This is an optimization exercise on Yosys and OpenROAD, whose aim is a short achievable clock period and few clock cycles per item, not a production implementation.
RTL that was checked went through simulation tests only; none was proved equivalent to the original.
Only the layout flow was run in run 2; the RTL was not checked for function there.

[flow/design.v]
package mhbs_pkg;
  localparam int unsigned HASH_W        = 32;
  localparam int unsigned CNT_W         = 5;
  localparam int unsigned IDX_W         = 4;
  localparam int unsigned KLEN_W        = 8;
  localparam logic [HASH_W-1:0] MIX_MUL    = 32'h5bd1_e995;
  localparam int unsigned       MIX_SHIFT  = 24;
  localparam int unsigned       FIN_SHIFT1 = 13;
  localparam int unsigned       FIN_SHIFT2 = 15;
  localparam logic [HASH_W-1:0] RESET_SEED    = 32'h1234_abcd;
  localparam logic [CNT_W-1:0]  RESET_SERVERS = 5'd2;
  localparam logic [CNT_W-1:0]  MAX_SERVERS   = 5'd16;
  localparam logic CFG_IDX_SEED    = 1'b0;
  localparam logic CFG_IDX_SERVERS = 1'b1;
  localparam int unsigned MOD_BITS   = 4;
  localparam int unsigned MOD_STAGES = HASH_W / MOD_BITS;
  function automatic logic [HASH_W-1:0] mul_m(logic [HASH_W-1:0] x);
    mul_m = x + (x << 2) + (x << 4) - (x << 7) + (x << 9) + (x << 11)
          - (x << 13) + (x << 17) + (x << 20) - (x << 22) - (x << 26)
          - (x << 29) + (x << 31);
  endfunction
  function automatic logic [IDX_W-1:0] mod_step(logic [IDX_W-1:0] rem,
                                                 logic bit_in,
                                                 logic [CNT_W-1:0] div);
    logic [CNT_W-1:0] t;
    t = {rem, bit_in};
    if (t >= div) begin
      t = t - div;
    end
    mod_step = t[IDX_W-1:0];
  endfunction
endpackage
module murmur2_hash_bucket_select (
  input  logic        clk,
  input  logic        rst_n,
  input  logic        in_valid,
  output logic        in_stall,
  input  logic [31:0] in_data_word,
  input  logic [2:0]  in_valid_bytes,
  input  logic        in_last_word,
  input  logic [7:0]  in_key_length,
  output logic        out_valid,
  input  logic        out_stall,
  output logic [3:0]  out_bucket,
  output logic [31:0] out_hash_value,
  input  logic        cfg_valid,
  output logic        cfg_ready,
  input  logic        cfg_index,
  input  logic [31:0] cfg_data
);
  localparam int W  = mhbs_pkg::HASH_W;
  localparam int NS = mhbs_pkg::MOD_STAGES;
  localparam int MB = mhbs_pkg::MOD_BITS;
  localparam int FD      = 32;
  localparam int FA_W    = 5;
  localparam int INFLIGHT = 6 + NS + 2;
  logic [W-1:0]                 seed_r;
  logic [mhbs_pkg::CNT_W-1:0]   servers_r;
  logic [mhbs_pkg::CNT_W-1:0]   div_r;
  always_ff @(posedge clk) begin
    if (!rst_n) begin
      seed_r    <= mhbs_pkg::RESET_SEED;
      servers_r <= mhbs_pkg::RESET_SERVERS;
    end else if (cfg_valid) begin
      if (cfg_index == mhbs_pkg::CFG_IDX_SEED) seed_r <= cfg_data;
      else                                     servers_r <= cfg_data[mhbs_pkg::CNT_W-1:0];
    end
  end
  always_ff @(posedge clk) begin
    if (servers_r == '0)                        div_r <= mhbs_pkg::CNT_W'(1);
    else if (servers_r > mhbs_pkg::MAX_SERVERS) div_r <= mhbs_pkg::MAX_SERVERS;
    else                                        div_r <= servers_r;
  end
  assign cfg_ready = 1'b1;
  logic        in_stall_r;
  logic        in_key_r;
  logic        in_acc;
  assign in_stall = in_stall_r;
  assign in_acc   = in_valid && !in_stall_r;
  logic         v0;
  logic [W-1:0] w0;
  logic [2:0]   nb0;
  logic         last0, first0;
  logic [W-1:0] init0;
  always_ff @(posedge clk) begin
    if (!rst_n) begin
      v0       <= 1'b0;
      in_key_r <= 1'b0;
    end else begin
      v0 <= in_acc;
      if (in_acc) in_key_r <= !in_last_word;
    end
  end
  always_ff @(posedge clk) begin
    w0     <= in_data_word;
    nb0    <= in_valid_bytes;
    last0  <= in_last_word;
    first0 <= !in_key_r;
    init0  <= seed_r ^ W'(in_key_length);
  end
  logic         v1, blk1, tl1, last1, first1;
  logic [W-1:0] k1, x1, init1;
  logic [W-1:0] tmask0;
  always_comb begin
    unique case (nb0[1:0])
      2'd1:    tmask0 = 32'h0000_00ff;
      2'd2:    tmask0 = 32'h0000_ffff;
      default: tmask0 = 32'h00ff_ffff;
    endcase
  end
  always_ff @(posedge clk) begin
    if (!rst_n) v1 <= 1'b0;
    else        v1 <= v0;
  end
  always_ff @(posedge clk) begin
    k1     <= mhbs_pkg::mul_m(w0);
    blk1   <= nb0[2];
    tl1    <= !nb0[2] && (nb0[1:0] != 2'd0);
    x1     <= (!nb0[2] && (nb0[1:0] != 2'd0)) ? (w0 & tmask0) : '0;
    last1  <= last0;
    first1 <= first0;
    init1  <= init0;
  end
  logic         v2, blk2, tl2, last2, first2;
  logic [W-1:0] k2, x2, init2;
  always_ff @(posedge clk) begin
    if (!rst_n) v2 <= 1'b0;
    else        v2 <= v1;
  end
  always_ff @(posedge clk) begin
    k2     <= mhbs_pkg::mul_m(k1 ^ (k1 >> mhbs_pkg::MIX_SHIFT));
    blk2   <= blk1;
    tl2    <= tl1;
    x2     <= x1;
    last2  <= last1;
    first2 <= first1;
    init2  <= init1;
  end
  logic         v3, mix3, last3, first3;
  logic [W-1:0] x3, y3, r3;
  always_ff @(posedge clk) begin
    if (!rst_n) v3 <= 1'b0;
    else        v3 <= v2;
  end
  always_ff @(posedge clk) begin
    mix3   <= blk2 || tl2;
    x3     <= x2;
    y3     <= blk2 ? k2 : '0;
    last3  <= last2;
    first3 <= first2;
    if (blk2 || tl2) r3 <= mhbs_pkg::mul_m(init2 ^ x2) ^ (blk2 ? k2 : '0);
    else             r3 <= init2;
  end
  logic [W-1:0] h_r, h_new;
  always_comb begin
    if (first3)    h_new = r3;
    else if (mix3) h_new = mhbs_pkg::mul_m(h_r ^ x3) ^ y3;
    else           h_new = h_r;
  end
  always_ff @(posedge clk) begin
    if (v3) h_r <= h_new;
  end
  logic         fv1, fv2;
  logic [W-1:0] fh0, fb1, fz2;
  logic         fv0;
  always_ff @(posedge clk) begin
    if (!rst_n) begin
      fv0 <= 1'b0;
      fv1 <= 1'b0;
      fv2 <= 1'b0;
    end else begin
      fv0 <= v3 && last3;
      fv1 <= fv0;
      fv2 <= fv1;
    end
  end
  always_ff @(posedge clk) begin
    fh0 <= h_new;
    fb1 <= mhbs_pkg::mul_m(fh0 ^ (fh0 >> mhbs_pkg::FIN_SHIFT1));
    fz2 <= fb1 ^ (fb1 >> mhbs_pkg::FIN_SHIFT2);
  end
  logic                       rv  [NS+1];
  logic [W-1:0]               rh  [NS+1];
  logic [mhbs_pkg::IDX_W-1:0] rr  [NS+1];
  assign rv[0] = fv2;
  assign rh[0] = fz2;
  assign rr[0] = '0;
  for (genvar s = 0; s < NS; s++) begin : g_mod
    logic [mhbs_pkg::IDX_W-1:0] chain;
    always_comb begin
      chain = rr[s];
      for (int i = 0; i < MB; i++) begin
        chain = mhbs_pkg::mod_step(chain, rh[s][W-1-s*MB-i], div_r);
      end
    end
    always_ff @(posedge clk) begin
      if (!rst_n) rv[s+1] <= 1'b0;
      else        rv[s+1] <= rv[s];
    end
    always_ff @(posedge clk) begin
      rh[s+1] <= rh[s];
      rr[s+1] <= chain;
    end
  end
  logic                       res_v;
  logic [W+mhbs_pkg::IDX_W-1:0] res_d;
  assign res_v = rv[NS];
  assign res_d = {rr[NS], rh[NS]};
  logic [W+mhbs_pkg::IDX_W-1:0] fifo_mem [FD];
  logic [FA_W-1:0]              wr_ptr, rd_ptr;
  logic [FA_W:0]                f_cnt, f_cnt_nxt;
  logic                         out_valid_r;
  logic [mhbs_pkg::IDX_W-1:0]   out_idx_r;
  logic [W-1:0]                 out_hash_r;
  logic                         load, from_fifo, push, pop_f;
  assign load      = !out_valid_r || !out_stall;
  assign from_fifo = (f_cnt != '0);
  assign pop_f     = load && from_fifo;
  assign push      = res_v && !(load && !from_fifo);
  assign f_cnt_nxt = f_cnt + (push ? 1'b1 : 1'b0) - (pop_f ? 1'b1 : 1'b0);
  always_ff @(posedge clk) begin
    if (!rst_n) begin
      out_valid_r <= 1'b0;
      wr_ptr      <= '0;
      rd_ptr      <= '0;
      f_cnt       <= '0;
      in_stall_r  <= 1'b0;
    end else begin
      if (load) out_valid_r <= from_fifo || res_v;
      if (push)  wr_ptr <= wr_ptr + 1'b1;
      if (pop_f) rd_ptr <= rd_ptr + 1'b1;
      f_cnt      <= f_cnt_nxt;
      in_stall_r <= (f_cnt_nxt >= (FA_W+1)'(FD - INFLIGHT - 2));
    end
  end
  always_ff @(posedge clk) begin
    if (push) fifo_mem[wr_ptr] <= res_d;
    if (load) begin
      if (from_fifo) {out_idx_r, out_hash_r} <= fifo_mem[rd_ptr];
      else           {out_idx_r, out_hash_r} <= res_d;
    end
  end
  assign out_valid      = out_valid_r;
  assign out_bucket     = out_idx_r;
  assign out_hash_value = out_hash_r;
endmodule
[flow/run.sh]
#!/bin/bash
# synth_recipe.tcl (not shown) runs the flow's synth.tcl, then flattens the netlist and writes it again
# the make line also repeats each setting of config.mk as NAME=value (left out here)
make -C /OpenROAD-flow-scripts/flow DESIGN_CONFIG=/design/flow/config.mk WORK_HOME=/design/flow/orfs CLKGATE_MAP_FILE= SYNTH_SCRIPT=/design/flow/synth_recipe.tcl finish
[flow/config.mk]
export PLATFORM = sky130hd
export DESIGN_NAME = murmur2_hash_bucket_select
export DESIGN_NICKNAME = murmur2_hash_bucket_select
export VERILOG_FILES = /design/flow/design.v
export SDC_FILE = /design/flow/constraint.sdc
export NUM_CORES = 4
export LEC_CHECK = 0
export CAP_MARGIN = 20
export CORE_MARGIN = 2
export CORE_UTILIZATION = 40
export SLEW_MARGIN = 20
[flow/constraint.sdc]
create_clock -name core_clock -period 9.0 [get_ports {clk}]
set_input_delay 1.8000 -clock core_clock [delete_from_list [all_inputs] [get_ports {clk}]]
set_output_delay 1.8000 -clock core_clock [all_outputs]
set_load 0.01 [all_outputs]
==> results of run 1 <==
cell usage after synthesis, types with 10 or more instances:
master | instances | area, um2
nor3_1 | 43 | 215
xor2_1 | 164 | 1440
mux2_2 | 62 | 698
mux4_2 | 360 | 8110
o21ai_0 | 132 | 661
a31oi_1 | 15 | 93.8
buf_1 | 11 | 41.3
a21o_1 | 136 | 1020
xnor2_1 | 307 | 2690
mux2i_1 | 69 | 691
nor2_1 | 173 | 649
o21a_1 | 27 | 203
a21oi_1 | 174 | 871
edfxtp_1 | 1220 | 36600
clkbuf_1 | 106 | 398
dfxtp_1 | 809 | 16200
a21boi_0 | 27 | 203
nor2b_1 | 31 | 194
fa_1 | 767 | 15400
a31o_2 | 23 | 201
buf_2 | 25 | 125
inv_1 | 1144 | 4290
and3_1 | 14 | 87.6
nand2b_1 | 30 | 188
a211oi_1 | 23 | 173
and2_1 | 82 | 513
nand3_1 | 54 | 270
ha_1 | 748 | 9360
o21bai_1 | 11 | 82.6
nand2_1 | 227 | 852
a211o_1 | 10 | 87.6
state kept, by name (all words and copies together) (netlist names), 6 cells and up, named ones only:
name / flops
out_hash_r: 32
x1: 24
fifo_mem: 1152
k1: 32
fb1: 32
init2: 32
fh0: 32
fz2: 32
rh: 256
f_cnt: 6
init0: 32
k2: 32
h_r: 32
x2: 24
w0: 32
x3: 24
y3: 32
r3: 32
rv: 8
seed_r: 32
init1: 32
rr: 32
kinds of logic (layout without fill, tap and decap cells):
logic type / after synthesis / count (layout)
flip-flops: 2029 / 2029
XOR/XNOR: 473 / 473
multiplexers: 496 / 496
adder cells (fa/ha/maj): 1515 / 1515
AND/OR/NAND/NOR: 703 / 703
AO/OA/AOI/OAI: 657 / 657
buffers and inverters: 1290 / 1773
other: 1 / 3
per-layer routing:
metal / vias to the layer above / GRT usage
met5: - / 0
met4: 2 / 0.0551
met3: 300 / 0.0264
met2: 1280 / 0.347
met1: 28900 / 0.252
li1: 25300 / -
worst max-delay path, delay by kind of cell, from the launching register on:
kind / cells / cell delay, ps
multiplexers: 4 / 1220
buffers and inverters: 4 / 1050
AND/OR/NAND/NOR: 4 / 480
AO/OA/AOI/OAI: 17 / 3440
adder cells (fa/ha/maj): 4 / 1150
flip-flops: 1 / 300
cell usage in the layout, fill, tap and decap left out, types with 27 or more instances in the layout:
master           count
mux2_2              62
o21a_1              27
edfxtp_1          1220
inv_1             1143
fa_1               767
nand2b_1            30
nor2_1             141
nor3_1              42
clkbuf_1            41
xnor2_1            304
a21o_1             136
mux2i_1             69
and2_1              82
nor2b_1             30
mux4_2             360
clkdlybuf4s50_1    118
o21ai_0            132
clkinv_2            34
a21boi_0            27
nand3_1             54
a21oi_1            174
clkbuf_16          214
dfxtp_1            795
ha_1               748
nor2_4              32
nand2_1            226
buf_4              112
xor2_1             164
layout make-up:
cell class | instances | share of cell area
flip-flops and latches | 2029 | 0.451
multi-input cells | 3845 | 0.396
clock buffers | 272 | 0.0489
inverters | 1146 | 0.0367
well taps | 3402 | 0.0363
repair buffers | 235 | 0.0180
clock inverters | 120 | 0.0128
diodes | 2 | 0.0000427
how the worst max path moves through the flow:
stage                         from          endpoint  slack [ps]  cells past startpoint
6_report       div_r[1]$_SDFF_PP0_  rr[2][3]$_DFF_P_        1210                     33
5_1_grt        div_r[1]$_SDFF_PP0_  rr[2][1]$_DFF_P_         690                     33
4_1_cts        div_r[1]$_SDFF_PP0_  rr[2][1]$_DFF_P_        1170                     33
3_5_place_dp   div_r[1]$_SDFF_PP0_  rr[2][1]$_DFF_P_        1220                     33
3_3_place_gp   div_r[1]$_SDFF_PP0_  rr[2][3]$_DFF_P_        1320                     33
2_1_floorplan  div_r[1]$_SDFF_PP0_  rr[4][1]$_DFF_P_         830                     31
==> results_dict.tcl, run 1 <==
set metrics [dict create \
    io_pins 121 \
    hold_depth 0 \
    finalNonFillerCells 11100 \
    wl_met1_um 107000 \
    cts_tree "built" \
    synth_mux_area_frac 0.0920 \
    drt_first_iter_violations 4108 \
    fp.dieW_um 514 \
    dp_hpwl_um 178000 \
    htree_num_levels 4 \
    hold_slack_ps 288 \
    portBuffers 119 \
    reg2reg_depth 33 \
    utilization 0.452 \
    crit_path_frequent_cell "a21o_1" \
    antenna_found_initial 8 \
    final.setup.tns_ps 0 \
    synth_cell_types 87 \
    cp_slowest_cell "inv_2" \
    cts_resized 0 \
    hold_violations 0 \
    worstSetupEndpointType "flip-flop" \
    gr-usage-all-layers 0.196 \
    cap_violations 0 \
    hp-class "reg2reg" \
    synthArstFlopShare 0 \
    clock-sinks 2029 \
    start_kind "flip-flop" \
    synth_compound_area_frac 0.0422 \
    grt_pass1_vias 59700 \
    route.detailed.drc 0 \
    path_class "reg2reg" \
    syn_area_mm2 0.104 \
    first_pass_iters 5 \
    met2_wirelength_um 131000 \
    required_ps 9690 \
    yosys.area_share.xor_xnor 0.0402 \
    placementRows 187 \
    fmax_ghz 0.128 \
    wl_met3_um 11800 \
    setup_slack_ps 1210 \
    tightest_slew_ps 1160 \
    nFillCells 22700 \
    nNetsFinal 9063 \
    coreArea_mm2 0.259 \
    grt_pass1_wl_um 384000 \
    dp_cells 10700 \
    cts_buffers 209 \
    synth_edf_count 1220 \
    min_to "rh[5][27]$_DFF_P_" \
    crit_fanout 17 \
    period_minus_slack_ps 7790 \
    ys_ff_latch 2029 \
    die_area_mm2 0.264 \
    dp_worst_setup_slack_ps 1220 \
    synth_simple_gate_area_frac 0.0320 \
    crit_arrival_ps 8480 \
    stdcell_area_mm2 0.117 \
    cts_root_buf "clkbuf_16" \
    synthAdderAreaFrac 0.238 \
    syn_nets 8761 \
    postCtsHoldBufs 0 \
    dr.max_layer_used "met5" \
    fin_skew_ps 139 \
    avgSynthCellArea_um2 14.5 \
    vias_per_cell 5.05 \
    reg2reg_slack_ps 1210 \
    yosysWarnings 4 \
    wl_per_cell_um 23.2 \
    setup_viol 0 \
    wl_um 257000 \
    drive_above_1_share 0.129 \
    post-route-period-util 0.866 \
    grt.overflow.total 0 \
    synth_top_family_by_area "adder cells" \
    gp_congestion 0.868 \
    r2r_end "rr[2][3]$_DFF_P_" \
    die_h_um 514 \
    num_vias 55800 \
    postCtsSetupBuffers 0 \
    clk_pin_slew_ps 60 \
    maxSlewHeadroom 0.225 \
    ant_nets 0 \
    initial_core_util 0.401 \
    place_area_mm2 0.110 \
    synthCells 7164 \
    synthFlopType "edfxtp_1" \
    outcome "finished clean" \
    multi_input_area_mm2 0.0464 \
    drv_slew 0 \
    worst_path_largest_cell_delay_ps 410 \
    rsz0062_at_grt "false" \
    area_growth_pct 12.8 \
    register_area_mm2 0.0529 \
    timing.rr.start "div_r[1]$_SDFF_PP0_" \
    clock_latency_ps 940 \
    clockBufferDepth 3 \
    grt_max_degree 128 \
    min_from "rh[4][27]$_DFF_P_" \
    yosysSeqAreaShare 0.509 \
]
Testbench counts, summed over its fixed seeds: cycles 19,860, keys 3,000.
==> inputs of run 2 (changes only) <==
--- a/flow/design.v
+++ b/flow/design.v
@@ -53,7 +53,7 @@
   localparam int MB = mhbs_pkg::MOD_BITS;
   localparam int FD      = 32;
   localparam int FA_W    = 5;
-  localparam int INFLIGHT = 6 + NS + 2;
+  localparam int INFLIGHT = 7 + NS + 3;
   logic [W-1:0]                 seed_r;
   logic [mhbs_pkg::CNT_W-1:0]   servers_r;
   logic [mhbs_pkg::CNT_W-1:0]   div_r;
@@ -179,6 +179,10 @@
     fb1 <= mhbs_pkg::mul_m(fh0 ^ (fh0 >> mhbs_pkg::FIN_SHIFT1));
     fz2 <= fb1 ^ (fb1 >> mhbs_pkg::FIN_SHIFT2);
   end
+  logic [7:0] dmul_r [1:15];
+  always_ff @(posedge clk) begin
+    for (int q = 1; q < 16; q++) dmul_r[q] <= 8'(q) * 8'(div_r);
+  end
   logic                       rv  [NS+1];
   logic [W-1:0]               rh  [NS+1];
   logic [mhbs_pkg::IDX_W-1:0] rr  [NS+1];
@@ -186,11 +190,16 @@
   assign rh[0] = fz2;
   assign rr[0] = '0;
   for (genvar s = 0; s < NS; s++) begin : g_mod
-    logic [mhbs_pkg::IDX_W-1:0] chain;
+    logic [7:0]  t;
+    logic [15:0] ge;
+    logic [3:0]  nrem;
     always_comb begin
-      chain = rr[s];
-      for (int i = 0; i < MB; i++) begin
-        chain = mhbs_pkg::mod_step(chain, rh[s][W-1-s*MB-i], div_r);
+      t = {rr[s], rh[s][W-1-s*MB -: MB]};
+      ge[0] = 1'b1;
+      for (int q = 1; q < 16; q++) ge[q] = (t >= dmul_r[q]);
+      nrem = ge[1] ? '0 : t[3:0];
+      for (int q = 1; q < 16; q++) begin
+        if (ge[q] && (q == 15 || !ge[(q+1) % 16])) nrem = nrem | (t[3:0] - dmul_r[q][3:0]);
       end
     end
     always_ff @(posedge clk) begin
@@ -199,7 +208,7 @@
     end
     always_ff @(posedge clk) begin
       rh[s+1] <= rh[s];
-      rr[s+1] <= chain;
+      rr[s+1] <= nrem;
     end
   end
   logic                       res_v;
@@ -230,7 +239,7 @@
       if (push)  wr_ptr <= wr_ptr + 1'b1;
       if (pop_f) rd_ptr <= rd_ptr + 1'b1;
       f_cnt      <= f_cnt_nxt;
-      in_stall_r <= (f_cnt_nxt >= (FA_W+1)'(FD - INFLIGHT - 2));
+      in_stall_r <= (f_cnt >= (FA_W+1)'(FD - INFLIGHT));
     end
   end
   always_ff @(posedge clk) begin
--- a/flow/config.mk
+++ b/flow/config.mk
@@ -8,4 +8,5 @@
 export CAP_MARGIN = 20
 export CORE_MARGIN = 2
 export CORE_UTILIZATION = 40
+export SETUP_SLACK_MARGIN = 5
 export SLEW_MARGIN = 20
==> run 2 against run 1 <==
Cell count rose by 22%. Area after synthesis rose by 12%. First-iteration DRC count rose by 17%. Design area rose by 20%. Core utilization rose by 3.1 points. Hold slack got worse by 59 ps. Die area rose by 12%. Global-route usage rose by 2.7 points.
==> results_dict.tcl, run 2 <==
set metrics [dict create \
    ys_ff_latch 2072 \
    synth_edf_count 1220 \
    first_pass_iters 5 \
    drt_first_iter_violations 4821 \
    grt_pass1_vias 74800 \
    antenna_found_initial 14 \
    synth_largest_area_cell "edfxtp_1" \
    syn_area_mm2 0.116 \
    gr-usage-all-layers 0.224 \
    hold_violations 0 \
    rsz0062_at_grt "true" \
    clk_pin_slew_ps 60 \
    nNetsFinal 11500 \
    maxSlewHeadroom 0.265 \
    final_cell_mix "edfxtp_1, inv_1, ha_1" \
    period_minus_slack_ps 5660 \
    nFillCells 24800 \
    die_area_mm2 0.295 \
    ant_nets 0 \
    top_regs "fifo_mem: 1152 flops, rh: 256 flops, dmul_r: 43 flops" \
    regMostFlops "fifo_mem" \
    drive_above_1_share 0.224 \
    clockBufferDepth 4 \
    fp.dieW_um 543 \
    gp_congestion 0.920 \
    portBuffers 119 \
    synthArstFlopShare 0 \
    wl_per_cell_um 24.5 \
    yosysMostFrequentCell "edfxtp_1" \
    synthCells 8652 \
    area_growth_pct 20.6 \
    layout_commonest_cell "edfxtp_1" \
    synth_top_area_share 0.315 \
    initial_core_util 0.401 \
    fin_skew_ps 148 \
    grt_max_degree 123 \
    io_pins 121 \
    start_kind "flip-flop" \
    synth_cell_types 91 \
    cap_violations 0 \
    wl_um 330000 \
    die_h_um 543 \
    grt.overflow.total 0 \
    syn_nets 10700 \
    cts_tree "built" \
    avgSynthCellArea_um2 13.4 \
    outcome "finished clean" \
    yosysWarnings 5 \
    path_class "reg2reg" \
    final.setup.tns_ps 0 \
    route.detailed.drc 0 \
    utilization 0.484 \
    cts_root_buf "clkbuf_16" \
    yosysSeqAreaShare 0.461 \
    setup_viol 0 \
    post-route-period-util 0.629 \
    hp-class "reg2reg" \
    vias_per_cell 5.24 \
    worstSetupEndpointType "flip-flop" \
    ys_top_cells_by_count "edfxtp_1, inv_1, ha_1" \
    num_vias 70800 \
    synthTopCellsByArea "edfxtp_1, dfxtp_1, fa_1" \
    placementRows 198 \
    required_ps 9580 \
    postCtsHoldBufs 0 \
    grt_pass1_wl_um 490000 \
    fmax_ghz 0.177 \
    crit_fanout 4 \
    synthFlopType "edfxtp_1" \
    drv_slew 0 \
    coreArea_mm2 0.290 \
    largest_reg_flops 1152 \
    tightest_slew_ps 1100 \
    clock_latency_ps 960 \
    clock-sinks 2072 \
    hold_slack_ps 229 \
    dp_hpwl_um 223000 \
    htree_num_levels 4 \
    crit_arrival_ps 6240 \
    cts_buffers 217 \
]
run 2: cells by family (layout without fill, tap and decap cells):
logic type,Yosys count,count (layout),share of synthesized area
DFF,2072,2072,0.461
adders and majority gates,2009,2009,0.268
buffers and inverters,1349,2291,0.0439
AOI/OAI and AO/OA,1276,1276,0.0714
and+or+nand+nor,996,996,0.0411
xor gates and xnor gates,545,545,0.0410
muxes,404,404,0.0735
other,1,10,0.0000322
run 2: layout make-up:
type	count	area, um2	area share
Timing Repair Buffer	677	6340	0.0452
Antenna cell	9	22.5	0.000161
Sequential cell	2072	54100	0.386
Clock inverter	98	993	0.00708
Tap cell	3900	4880	0.0348
Inverter	1210	4710	0.0336
Multi-Input combinational cell	5231	63000	0.449
Clock buffer	306	6240	0.0445
run 2: per-stage QoR:
| stage | instances | setup WS (ps) | area, um2 |
|---|---|---|---|
| after global routing | 13500 | 3170 | 140000 |
| after global placement | 12600 | 2870 | 126000 |
| after CTS | 13400 | 3360 | 138000 |
| after floorplan | 8652 | 3590 | 120000 |
| final | 13500 | 3340 | 140000 |
| after detailed placement | 12600 | 2870 | 126000 |
run 2: critical path, cell delays in order (launching register included):
cell and delay (ps):
edfxtp_1 480, xor2_4 230, buf_12 150, fa_1 540, inv_2 50, ha_4 200, fa_1 510, inv_1 50
fa_1 450, fa_1 560, ha_4 230, a21o_4 210, o21a_1 190, a211oi_4 200, buf_12 150, nand3_4 70
a221o_2 380, a31o_4 250, a31oi_4 160, xnor2_1 90, mux2i_1 130, o21ai_1 100
run 2: what timing repair did:
item | in CTS | in global routing
pin swaps | 302 | 258
endpoints found under the hold margin | 0 | 0
setup buffers | 350 | 106
resized for setup | 457 | 213
setup endpoints to repair | 864 | 151
run 2: routing by layer:
layer,routed length (um),up-vias,global-route usage,share of wire
met5,51,-,0,0.00015
met4,12800,8,0.0718,0.039
met3,15200,574,0.0259,0.046
met2,163000,1832,0.388,0.49
met1,139000,36300,0.291,0.42
li1,-,32000,-,-
run 2: worst paths after layout:
| path | start | end | slack (ps) | cells past startpoint |
|---|---|---|---|---|
| setup / recovery | h_r[4]$_DFFE_PP_ | h_r[29]$_DFFE_PP_ | 3340 | 21 |
| setup reg to reg | h_r[4]$_DFFE_PP_ | h_r[29]$_DFFE_PP_ | 3340 | 21 |
| hold / removal | rh[7][20]$_DFF_P_ | rh[8][20]$_DFF_P_ | 230 | 0 |
| hold reg to reg | rh[7][20]$_DFF_P_ | rh[8][20]$_DFF_P_ | 230 | 0 |

[afterwards: timing with drivers on the ports]
The flow's constraints put no driver on any port. The routed layouts listed below were extracted and timed again, unchanged, in two steps.
Step 1: set_driving_cell puts a clkbuf_16 on clk and a buf_2 on each other input, an assumption about the parent block.
Step 2, shift: input delay + t, output delay - t, t = (earliest + latest rising clock arrival at the registers) / 2. This alone moves slack from input paths to output paths.
a / b / c = no drivers / after step 1 / after step 2; a / b = the first two.
run | t, ns | setup slack, ns | worst register clock-pin slew, ns
run 1 | 0.956 | 1.206 / 1.206 / 1.206 | 0.07 / 0.07
run 2 | 0.974 | 3.338 / 3.338 / 3.338 | 0.08 / 0.08
After both steps setup and hold are still met in every run listed.
